Background: an optimization exercise with open tools, aiming at a short achievable clock period and few clock cycles. Do not read the settings as production practice.
In this exercise RTL edits were held to simulation tests only and were not proved equivalent to the original.
Power is estimated from default activity; no workload was simulated.

`flow/design.v`:
```
package stkt_pkg;
   localparam int DEPTH      = 10;
   localparam int NAME_BYTES = 8;
   localparam int IDX_W      = $clog2(DEPTH);
   localparam int NAME_W     = 64;
   localparam int NAME_LANES = NAME_W / 8;
   localparam int SCORE_W    = 32;
   localparam int SLOT_W     = 6;
   localparam int POS_W      = 5;
   typedef logic [NAME_W-1:0]         name_type;
   typedef logic signed [SCORE_W-1:0] score_type;
   typedef logic [SLOT_W-1:0]         slot_type;
   typedef logic [POS_W-1:0]          pos_type;
   typedef logic [IDX_W-1:0]          idx_type;
   typedef enum logic [1:0] {
      REQ_INSERT = 2'd0,
      REQ_READ   = 2'd1,
      REQ_REMOVE = 2'd2,
      REQ_FIND   = 2'd3
   } req_kind_type;
   typedef enum logic [1:0] {
      ST_OK       = 2'd0,
      ST_REJECT   = 2'd1,
      ST_RANGE    = 2'd2,
      ST_NO_MATCH = 2'd3
   } status_type;
   localparam idx_type  IDX_LAST   = idx_type'(DEPTH - 1);
   localparam idx_type  IDX_PRE    = idx_type'(DEPTH - 2);
   localparam slot_type DEPTH_SLOT = slot_type'(DEPTH);
   function automatic name_type norm_name(input name_type raw);
      name_type res;
      logic     live;
      res  = '0;
      live = 1'b1;
      for (int i = 0; i < NAME_LANES; i++) begin
         if (i >= NAME_BYTES || raw[8*i +: 8] == 8'h00) begin
            live = 1'b0;
         end
         if (live) begin
            res[8*i +: 8] = raw[8*i +: 8];
         end
      end
      norm_name = res;
   endfunction
   localparam name_type EMPTY_NAME_RAW = 64'h0029_7974_706D_4528;
   localparam name_type EMPTY_NAME     = norm_name(EMPTY_NAME_RAW);
endpackage
module sorted_top_k_table_top (
   input  logic                     clock,
   input  logic                     reset,
   input  logic                     req_valid,
   output logic                     req_stall,
   input  stkt_pkg::req_kind_type   req_type,
   input  stkt_pkg::name_type       req_key_name,
   input  stkt_pkg::score_type      req_new_score,
   input  stkt_pkg::slot_type       req_slot_index,
   output logic                     rsp_valid,
   input  logic                     rsp_stall,
   output stkt_pkg::status_type     rsp_status,
   output stkt_pkg::pos_type        rsp_entry_position,
   output stkt_pkg::name_type       rsp_entry_name,
   output stkt_pkg::score_type      rsp_entry_score,
   output logic                     rsp_last_of_run
);
   localparam int LAST_I = stkt_pkg::DEPTH - 1;
   typedef enum logic [9:0] {
      S_IDLE     = 10'b00_0000_0001,
      S_INS_BOT  = 10'b00_0000_0010,
      S_INS_TOP  = 10'b00_0000_0100,
      S_INS_SCAN = 10'b00_0000_1000,
      S_INS_PUT  = 10'b00_0001_0000,
      S_RD_WAIT  = 10'b00_0010_0000,
      S_REM_SCAN = 10'b00_0100_0000,
      S_F_CNT    = 10'b00_1000_0000,
      S_F_EMIT   = 10'b01_0000_0000,
      S_OUT      = 10'b10_0000_0000
   } state_type;
   state_type        state_ff, state_in;
   logic [stkt_pkg::DEPTH-1:0] ent_valid_ff, ent_valid_in;
   logic             rsp_valid_ff, rsp_valid_in;
   stkt_pkg::idx_type      cur_ff, cur_in;
   stkt_pkg::idx_type      pos_ff, pos_in;
   stkt_pkg::idx_type      idx_ff, idx_in;
   stkt_pkg::idx_type      last_ff, last_in;
   logic         top_ff, top_in;
   logic         hit_ff, hit_in;
   stkt_pkg::req_kind_type kind_ff, kind_in;
   stkt_pkg::name_type     key_ff, key_in;
   stkt_pkg::score_type    score_ff, score_in;
   stkt_pkg::status_type res_status_ff, res_status_in;
   stkt_pkg::pos_type    res_pos_ff, res_pos_in;
   stkt_pkg::name_type   res_name_ff, res_name_in;
   stkt_pkg::score_type  res_score_ff, res_score_in;
   stkt_pkg::status_type rsp_status_ff, rsp_status_in;
   stkt_pkg::pos_type    rsp_pos_ff, rsp_pos_in;
   stkt_pkg::name_type   rsp_name_ff, rsp_name_in;
   stkt_pkg::score_type  rsp_score_ff, rsp_score_in;
   logic       rsp_last_ff, rsp_last_in;
   stkt_pkg::name_type  tbl_name_mem [stkt_pkg::DEPTH];
   stkt_pkg::score_type tbl_score_mem [stkt_pkg::DEPTH];
   stkt_pkg::name_type  rd_name_ff;
   stkt_pkg::score_type rd_score_ff;
   logic      rd_val_ff;
   stkt_pkg::idx_type   rd_addr;
   logic      wr_en;
   stkt_pkg::idx_type   wr_addr;
   stkt_pkg::name_type  wr_name;
   stkt_pkg::score_type wr_score;
   logic      clr_last;
   stkt_pkg::name_type  ent_name;
   stkt_pkg::score_type ent_score;
   logic      out_free;
   logic      out_load;
   logic      ent_match;
   logic      shift_down;
   stkt_pkg::idx_type   cur_inc;
   stkt_pkg::idx_type   cur_dec;
   assign ent_name  = rd_val_ff ? rd_name_ff : stkt_pkg::EMPTY_NAME;
   assign ent_score = rd_val_ff ? rd_score_ff : '0;
   assign ent_match = (ent_name == key_ff);
   assign out_free  = !rsp_valid_ff || !rsp_stall;
   assign cur_inc   = cur_ff + stkt_pkg::idx_type'(1);
   assign cur_dec   = cur_ff - stkt_pkg::idx_type'(1);
   assign shift_down = top_ff || (cur_ff != '0 && score_ff >= ent_score);
   assign req_stall          = (state_ff != S_IDLE);
   assign rsp_valid          = rsp_valid_ff;
   assign rsp_status         = rsp_status_ff;
   assign rsp_entry_position = rsp_pos_ff;
   assign rsp_entry_name     = rsp_name_ff;
   assign rsp_entry_score    = rsp_score_ff;
   assign rsp_last_of_run    = rsp_last_ff;
   always_comb begin
      state_in      = state_ff;
      cur_in        = cur_ff;
      pos_in        = pos_ff;
      idx_in        = idx_ff;
      last_in       = last_ff;
      top_in        = top_ff;
      hit_in        = hit_ff;
      kind_in       = kind_ff;
      key_in        = key_ff;
      score_in      = score_ff;
      res_status_in = res_status_ff;
      res_pos_in    = res_pos_ff;
      res_name_in   = res_name_ff;
      res_score_in  = res_score_ff;
      rd_addr       = cur_ff;
      wr_en         = 1'b0;
      wr_addr       = cur_ff;
      wr_name       = ent_name;
      wr_score      = ent_score;
      clr_last      = 1'b0;
      out_load      = 1'b0;
      rsp_status_in = res_status_ff;
      rsp_pos_in    = res_pos_ff;
      rsp_name_in   = res_name_ff;
      rsp_score_in  = res_score_ff;
      rsp_last_in   = 1'b1;
      unique case (state_ff)
         S_IDLE: begin
            if (req_valid) begin
               kind_in  = req_type;
               key_in   = stkt_pkg::norm_name(req_key_name);
               score_in = req_new_score;
               idx_in   = req_slot_index[stkt_pkg::IDX_W-1:0];
               unique case (req_type)
                  stkt_pkg::REQ_INSERT: begin
                     rd_addr  = stkt_pkg::IDX_LAST;
                     state_in = S_INS_BOT;
                  end
                  stkt_pkg::REQ_READ, stkt_pkg::REQ_REMOVE: begin
                     if (req_slot_index < stkt_pkg::DEPTH_SLOT) begin
                        rd_addr  = req_slot_index[stkt_pkg::IDX_W-1:0];
                        state_in = S_RD_WAIT;
                     end else begin
                        res_status_in = stkt_pkg::ST_RANGE;
                        res_pos_in    = '0;
                        res_name_in   = '0;
                        res_score_in  = '0;
                        state_in      = S_OUT;
                     end
                  end
                  stkt_pkg::REQ_FIND: begin
                     rd_addr  = '0;
                     cur_in   = '0;
                     hit_in   = 1'b0;
                     state_in = S_F_CNT;
                  end
                  default: begin
                     state_in = S_IDLE;
                  end
               endcase
            end
         end
         S_INS_BOT: begin
            if (score_ff < ent_score) begin
               res_status_in = stkt_pkg::ST_REJECT;
               res_pos_in    = '0;
               res_name_in   = '0;
               res_score_in  = '0;
               state_in      = S_OUT;
            end else begin
               rd_addr  = '0;
               state_in = S_INS_TOP;
            end
         end
         S_INS_TOP: begin
            top_in   = (score_ff >= ent_score);
            cur_in   = stkt_pkg::IDX_PRE;
            rd_addr  = stkt_pkg::IDX_PRE;
            state_in = S_INS_SCAN;
         end
         S_INS_SCAN: begin
            if (shift_down) begin
               wr_en   = 1'b1;
               wr_addr = cur_inc;
               if (cur_ff == '0) begin
                  pos_in   = '0;
                  state_in = S_INS_PUT;
               end else begin
                  cur_in  = cur_dec;
                  rd_addr = cur_dec;
               end
            end else begin
               pos_in   = cur_inc;
               state_in = S_INS_PUT;
            end
         end
         S_INS_PUT: begin
            wr_en         = 1'b1;
            wr_addr       = pos_ff;
            wr_name       = key_ff;
            wr_score      = score_ff;
            res_status_in = stkt_pkg::ST_OK;
            res_pos_in    = stkt_pkg::pos_type'(pos_ff);
            res_name_in   = key_ff;
            res_score_in  = score_ff;
            state_in      = S_OUT;
         end
         S_RD_WAIT: begin
            res_status_in = stkt_pkg::ST_OK;
            res_pos_in    = stkt_pkg::pos_type'(idx_ff);
            res_name_in   = ent_name;
            res_score_in  = ent_score;
            if (kind_ff == stkt_pkg::REQ_REMOVE) begin
               if (idx_ff == stkt_pkg::IDX_LAST) begin
                  clr_last = 1'b1;
                  state_in = S_OUT;
               end else begin
                  cur_in   = idx_ff;
                  rd_addr  = idx_ff + stkt_pkg::idx_type'(1);
                  state_in = S_REM_SCAN;
               end
            end else begin
               state_in = S_OUT;
            end
         end
         S_REM_SCAN: begin
            wr_en   = 1'b1;
            wr_addr = cur_ff;
            if (cur_inc == stkt_pkg::IDX_LAST) begin
               clr_last = 1'b1;
               state_in = S_OUT;
            end else begin
               cur_in  = cur_inc;
               rd_addr = cur_inc + stkt_pkg::idx_type'(1);
            end
         end
         S_F_CNT: begin
            if (ent_match) begin
               hit_in  = 1'b1;
               last_in = cur_ff;
            end
            if (cur_ff == stkt_pkg::IDX_LAST) begin
               if (hit_ff || ent_match) begin
                  cur_in   = '0;
                  rd_addr  = '0;
                  state_in = S_F_EMIT;
               end else begin
                  res_status_in = stkt_pkg::ST_NO_MATCH;
                  res_pos_in    = '0;
                  res_name_in   = '0;
                  res_score_in  = '0;
                  state_in      = S_OUT;
               end
            end else begin
               cur_in  = cur_inc;
               rd_addr = cur_inc;
            end
         end
         S_F_EMIT: begin
            if (ent_match) begin
               if (out_free) begin
                  out_load      = 1'b1;
                  rsp_status_in = stkt_pkg::ST_OK;
                  rsp_pos_in    = stkt_pkg::pos_type'(cur_ff);
                  rsp_name_in   = ent_name;
                  rsp_score_in  = ent_score;
                  rsp_last_in   = (cur_ff == last_ff);
                  if (cur_ff == last_ff) begin
                     state_in = S_IDLE;
                  end else begin
                     cur_in  = cur_inc;
                     rd_addr = cur_inc;
                  end
               end
            end else begin
               cur_in  = cur_inc;
               rd_addr = cur_inc;
            end
         end
         S_OUT: begin
            if (out_free) begin
               out_load = 1'b1;
               state_in = S_IDLE;
            end
         end
         default: begin
            state_in = S_IDLE;
         end
      endcase
   end
   always_comb begin
      ent_valid_in = ent_valid_ff;
      if (wr_en) begin
         ent_valid_in[wr_addr] = 1'b1;
      end
      if (clr_last) begin
         ent_valid_in[LAST_I] = 1'b0;
      end
   end
   always_comb begin
      if (out_load) begin
         rsp_valid_in = 1'b1;
      end else if (!rsp_stall) begin
         rsp_valid_in = 1'b0;
      end else begin
         rsp_valid_in = rsp_valid_ff;
      end
   end
   always_ff @(posedge clock) begin
      if (reset) begin
         state_ff     <= S_IDLE;
         ent_valid_ff <= '0;
         rsp_valid_ff <= 1'b0;
      end else begin
         state_ff     <= state_in;
         ent_valid_ff <= ent_valid_in;
         rsp_valid_ff <= rsp_valid_in;
      end
   end
   always_ff @(posedge clock) begin
      cur_ff        <= cur_in;
      pos_ff        <= pos_in;
      idx_ff        <= idx_in;
      last_ff       <= last_in;
      top_ff        <= top_in;
      hit_ff        <= hit_in;
      kind_ff       <= kind_in;
      key_ff        <= key_in;
      score_ff      <= score_in;
      res_status_ff <= res_status_in;
      res_pos_ff    <= res_pos_in;
      res_name_ff   <= res_name_in;
      res_score_ff  <= res_score_in;
      if (out_load) begin
         rsp_status_ff <= rsp_status_in;
         rsp_pos_ff    <= rsp_pos_in;
         rsp_name_ff   <= rsp_name_in;
         rsp_score_ff  <= rsp_score_in;
         rsp_last_ff   <= rsp_last_in;
      end
   end
   always_ff @(posedge clock) begin
      if (wr_en) begin
         tbl_name_mem[wr_addr]  <= wr_name;
         tbl_score_mem[wr_addr] <= wr_score;
      end
      rd_name_ff  <= tbl_name_mem[rd_addr];
      rd_score_ff <= tbl_score_mem[rd_addr];
      rd_val_ff   <= ent_valid_ff[rd_addr];
   end
endmodule
```
`flow/config.mk`:
```
export PLATFORM = sky130hd
export DESIGN_NAME = sorted_top_k_table_top
export DESIGN_NICKNAME = sorted_top_k_table_top
export VERILOG_FILES = /design/flow/design.v
export SDC_FILE = /design/flow/constraint.sdc
export NUM_CORES = 4
export LEC_CHECK = 0
export CAP_MARGIN = 20
export CORE_MARGIN = 2
export CORE_UTILIZATION = 40
export SLEW_MARGIN = 20
```
`flow/constraint.sdc`:
```
create_clock -name core_clock -period 6.0 [get_ports {clock}]
set_input_delay 1.2000 -clock core_clock [delete_from_list [all_inputs] [get_ports {clock}]]
set_output_delay 1.2000 -clock core_clock [all_outputs]
set_load 0.01 [all_outputs]
```
`flow/run.sh`:
```
#!/bin/bash
# synth_recipe.tcl (not shown) runs the flow's synth.tcl, then flattens the netlist and writes it again
# the make line also repeats each setting of config.mk as NAME=value (left out here)
make -C /OpenROAD-flow-scripts/flow DESIGN_CONFIG=/design/flow/config.mk WORK_HOME=/design/flow/orfs CLKGATE_MAP_FILE= SYNTH_SCRIPT=/design/flow/synth_recipe.tcl finish
```
==> summary.txt <==
-- cell type report --
| type | instances | share of cell area, % |
|---|---|---|
| flip-flops and latches | 1399 | 59.5 |
| multi-input cells | 2512 | 21.4 |
| repair buffers | 497 | 8.37 |
| clock buffers | 201 | 5.93 |
| well taps | 1890 | 3.45 |
| clock inverters | 70 | 0.956 |
| inverters | 71 | 0.388 |
-- worst register-to-register path, cell delays in order, from the launching register on --
cell	delay, ps
dfxtp_4	630
buf_12	400
inv_2	500
nor2_1	320
nand3b_1	200
a221oi_1	530
nand4_1	310
buf_4	270
nor4_2	280
buf_4	190
a2111oi_4	50
buf_4	170
o21ai_4	240
buf_12	470
a21oi_1	500
a221o_1	380
a31oi_1	160
-- flip-flops by register name, indices dropped and copies added (netlist names), 2 cells and up --
name,count
cur_ff,4
ent_valid_ff,10
idx_ff,4
key_ff,64
kind_ff,2
last_ff,4
pos_ff,4
rd_name_ff,64
rd_score_ff,32
res_name_ff,64
res_pos_ff,4
res_score_ff,32
res_status_ff,2
rsp_name_ff,64
rsp_pos_ff,4
rsp_score_ff,32
rsp_status_ff,2
score_ff,32
state_ff,10
tbl_name_mem,640
tbl_score_mem,320
-- worst min path at each step --
stage	startpoint	endpoint	slack, ps	depth (start not counted)
after floorplan	ent_valid_ff[5]	ent_valid_ff[5]	420	2
after global placement	ent_valid_ff[6]	ent_valid_ff[6]	450	2
after detailed placement	ent_valid_ff[4]	ent_valid_ff[4]	440	2
after CTS	ent_valid_ff[4]	ent_valid_ff[4]	450	2
after global routing	ent_valid_ff[4]	ent_valid_ff[4]	500	2
final	ent_valid_ff[4]	ent_valid_ff[4]	450	2
-- metal layers --
metal	vias to the layer above	global-route usage [%]	share of wire, %
met2	1491	34.5	46
met3	211	4.01	7.8
li1	16989	-	-
met5	-	0	0.011
met1	18977	31.1	44
met4	2	5.91	2.1
-- layout by cell type, fill, tap and decap left out, types with 10 or more instances in the layout --
| cell | instances |
|---|---|
| inv_1 | 69 |
| xnor2_1 | 19 |
| nor2b_1 | 20 |
| clkinv_1 | 23 |
| nor3_1 | 13 |
| dfxtp_1 | 117 |
| a211oi_1 | 98 |
| ha_1 | 43 |
| buf_4 | 163 |
| a221o_1 | 193 |
| mux2i_1 | 29 |
| nor2_1 | 106 |
| nor4_1 | 30 |
| clkbuf_8 | 12 |
| clkbuf_1 | 39 |
| clkinv_2 | 20 |
| and3_4 | 10 |
| buf_12 | 119 |
| o22ai_1 | 19 |
| a31oi_1 | 108 |
| nand3_1 | 23 |
| clkbuf_16 | 150 |
| and2_1 | 156 |
| and3_1 | 10 |
| nand2_1 | 672 |
| nand4b_1 | 13 |
| nand4_1 | 12 |
| clkdlybuf4s50_1 | 212 |
| a21oi_1 | 459 |
| edfxtp_1 | 1281 |
| nand2b_1 | 20 |
| xor2_1 | 22 |
| o21ai_1 | 24 |
| o21ai_0 | 263 |
-- synthesized netlist by cell type (5+ instances only) --
library cell	number
a31o_2	5
nor2b_1	21
o211ai_1	5
nand2_1	675
nand4_1	12
inv_1	69
a21o_1	6
edfxtp_1	1281
mux2_2	6
o21ai_0	286
o22ai_1	19
o221ai_1	6
or4_1	8
nand3_1	23
a31oi_1	108
or3_1	5
a21oi_1	460
clkbuf_1	188
xnor2_1	19
mux2i_1	29
nor3b_1	5
buf_4	6
o41ai_1	6
a32oi_1	6
buf_2	64
buf_1	25
a211oi_1	98
nor4_1	32
nor2_1	107
buf_6	6
nand4b_1	13
nor3_1	13
nand2b_1	20
and2_1	157
a21boi_0	7
nand3b_1	8
ha_1	45
xor2_1	22
dfxtp_1	118
and3_1	20
a221o_1	193
a211o_1	7
-- power by group through the flow --
| stage | logic (W) | registers [W] | clock network, W |
|---|---|---|---|
| after floorplan | 0.00874 | 0.0128 | 0 |
| after global placement | 0.0139 | 0.0132 | 0 |
| after detailed placement | 0.0140 | 0.0133 | 0 |
| after CTS | 0.0141 | 0.0131 | 0.00908 |
| after global routing | 0.0153 | 0.0132 | 0.00946 |
| final | 0.0141 | 0.0131 | 0.00892 |
-- through the flow --
stage               instance area [sq um]  instances
floorplan                           56900       4271
CTS                                 68600       6637
global route                        68600       6640
finish                              68600       6640
global placement                    63900       6366
detailed placement                  63900       6366
-- cells by family after synthesis --
| kind of cell | after synthesis | share of synthesized area, % |
|---|---|---|
| buffers and inverters | 360 | 2.64 |
| other | 1 | 0.00660 |
| muxes | 35 | 0.630 |
| xor gates and xnor gates | 41 | 0.632 |
| AOI/OAI and AO/OA | 1252 | 14.1 |
| and+or+nand+nor | 1138 | 9.20 |
| DFF | 1399 | 71.8 |
| adders and majority gates | 45 | 0.991 |
==> results.json <==
{
  "status": "complete, no violations",
  "yosys.area.top_type": "edfxtp_1",
  "power.density_nw_per_um2": 527,
  "coreArea_sq_um": 141000,
  "cp.depth": 16,
  "ys_ff_latch": 1399,
  "p_leak_nw": 23.3,
  "fin_util_pct": 48.6,
  "worst_pin_slew_ps": 1130,
  "cp_max_fo": 180,
  "antenna_left": 0,
  "multi_input_area_sq_um": 14700,
  "crit_start": "rd_val_ff",
  "clk_pin_slew_ps": 60,
  "synthTopCellsByArea": "edfxtp_1, nand2_1, dfxtp_1, a21oi_1, a221o_1",
  "grt_antenna_before_repair": 6,
  "drive_gt1_share_pct": 11.5,
  "path_cells": "buf_12 -> inv_2 -> nor2_1 -> nand3b_1 -> a221oi_1 -> nand4_1 -> buf_4 -> nor4_2 -> buf_4 -> a2111oi_4 -> buf_4 -> o21ai_4 -> buf_12 -> a21oi_1 -> a221o_1 -> a31oi_1",
  "hold_viol": 0,
  "cp-start-kind": "flip-flop",
  "dr.pass1.iters": 6,
  "synth.distinct_cells": 76,
  "die_area_sq_um": 145000,
  "setup_viol": 0,
  "ctsResizeCount": 0,
  "timing.fmax_mhz": 176,
  "maxCapViolCount": 0,
  "pwr-share-seq_pct": 36.2,
  "preCtsSetupSlack_ps": 167,
  "num_rows": 138,
  "switchingPower_w": 0.0134,
  "htree_levels": 4,
  "cpPeakStageDelay_ps": 630,
  "place_hpwl_mm": 102,
  "reg2reg_slack_ps": 330,
  "fp.dieW_microns": 381,
  "r2r-end": "rd_name_ff[48]",
  "rsz0062_at_grt": "no",
  "grt_pass1_wl_mm": 239,
  "cts-root-buf": "clkbuf_16",
  "nets": 4780,
  "fin_ws_ps": 329,
  "p_sw_share_pct": 37.0,
  "fin_worst_skew_ps": 27.0,
  "yosysTopAreaCellShare_pct": 67.7,
  "cts_buffers": 146,
  "grt-ovfl-total": 0,
  "start_util_pct": 40.2,
  "min_period_ps": 5670,
  "portBuffers": 212,
  "clockPowerShare_pct": 24.7,
  "yosysSeqAreaShare_pct": 71.8,
  "setup.worst_path.end": "rd_name_ff[48]",
  "route.detailed.drc": 0,
  "cts_tree": "yes",
  "synth.yosys.warnings": 1,
  "die_y_microns": 381,
  "syn_area_per_cell_sq_um": 13.3,
  "min_period_over_period_pct": 94.5,
  "min_path_type": "reg2reg",
  "fillers": 12339,
  "area_growth_pct": 20.7,
  "num_antenna_cells": 0,
  "wire_per_inst_microns": 24.3,
  "async_reset_ff_share_pct": 0,
  "clkSinkCount": 1399,
  "final_max_slew_viol_count": 0,
  "clock_path_buffers": 3,
  "vias_per_cell": 5.67,
  "cp_common_cell": "buf_4",
  "peakVddDrop_mv": 0.607,
  "grt_max_degree": 181,
  "hold_buffers": 0,
  "synth_area_sq_um": 56800,
  "slew_headroom_pct": 23.7,
  "worst_ep_required_time_ps": 6700,
  "post-cts-setup-buffer-count": 0,
  "drt_wl_total_mm": 162,
  "first_iter_violations": 4024,
  "grtUsageTotal_pct": 21.9,
  "reg2regPathDepth": 16,
  "clk_latency_ps": 790,
  "seqCellArea_sq_um": 40800,
  "pwr-share-comb_pct": 39.1,
  "synth_nets": 4424,
  "p_int_w": 0.0228,
  "synth-edff-count": 1281,
  "ios": 214,
  "finalSetupTns_ps": 0,
  "path_buf_inv": 6,
  "num_vias": 37670,
  "critPathSlowestCell": "dfxtp_4",
  "place_congestion": 0.850,
  "crit_type": "reg2reg",
  "cp.arrival_ps": 6370,
  "synthCells": 4271,
  "timing.hold.ws_ps": 452,
  "cp_top_family": "buffers and inverters",
  "r2r_start": "rd_val_ff",
  "grt_pass1_vias": 36276,
  "cp-end-kind": "flip-flop",
  "p_total_w": 0.0361,
  "ys.flop_type": "edfxtp_1"
}
Testbench counts, summed over its fixed seeds: cycles 77,806.

-- what the ideal ports hide --
Ports are ideal in the flow. The routed layout listed here was re-timed in OpenROAD. Step 1 sets driving cells, clkbuf_16 on the clock port and buf_2 on the other inputs (assumed; they add their load-dependent delay and slew). Step 2 adds t to the input delays and takes it off the output delays; t is the mean of the earliest and latest rising clock arrival at the registers after step 1. Input paths then give back, and output paths get back, about the clock's delay inside the block. Slacks: ideal / step 1 / step 2; pairs: ideal / step 1.
shift t [ns]: 0.853
setup WS [ns]: 0.329 / 0.329 / 0.329
worst slew at a driven data input, ns: 0.11
After both steps setup and hold are still met in this run. The setup slack of this run moves by 0.000 ns with the drivers and by 0.000 ns with both steps.
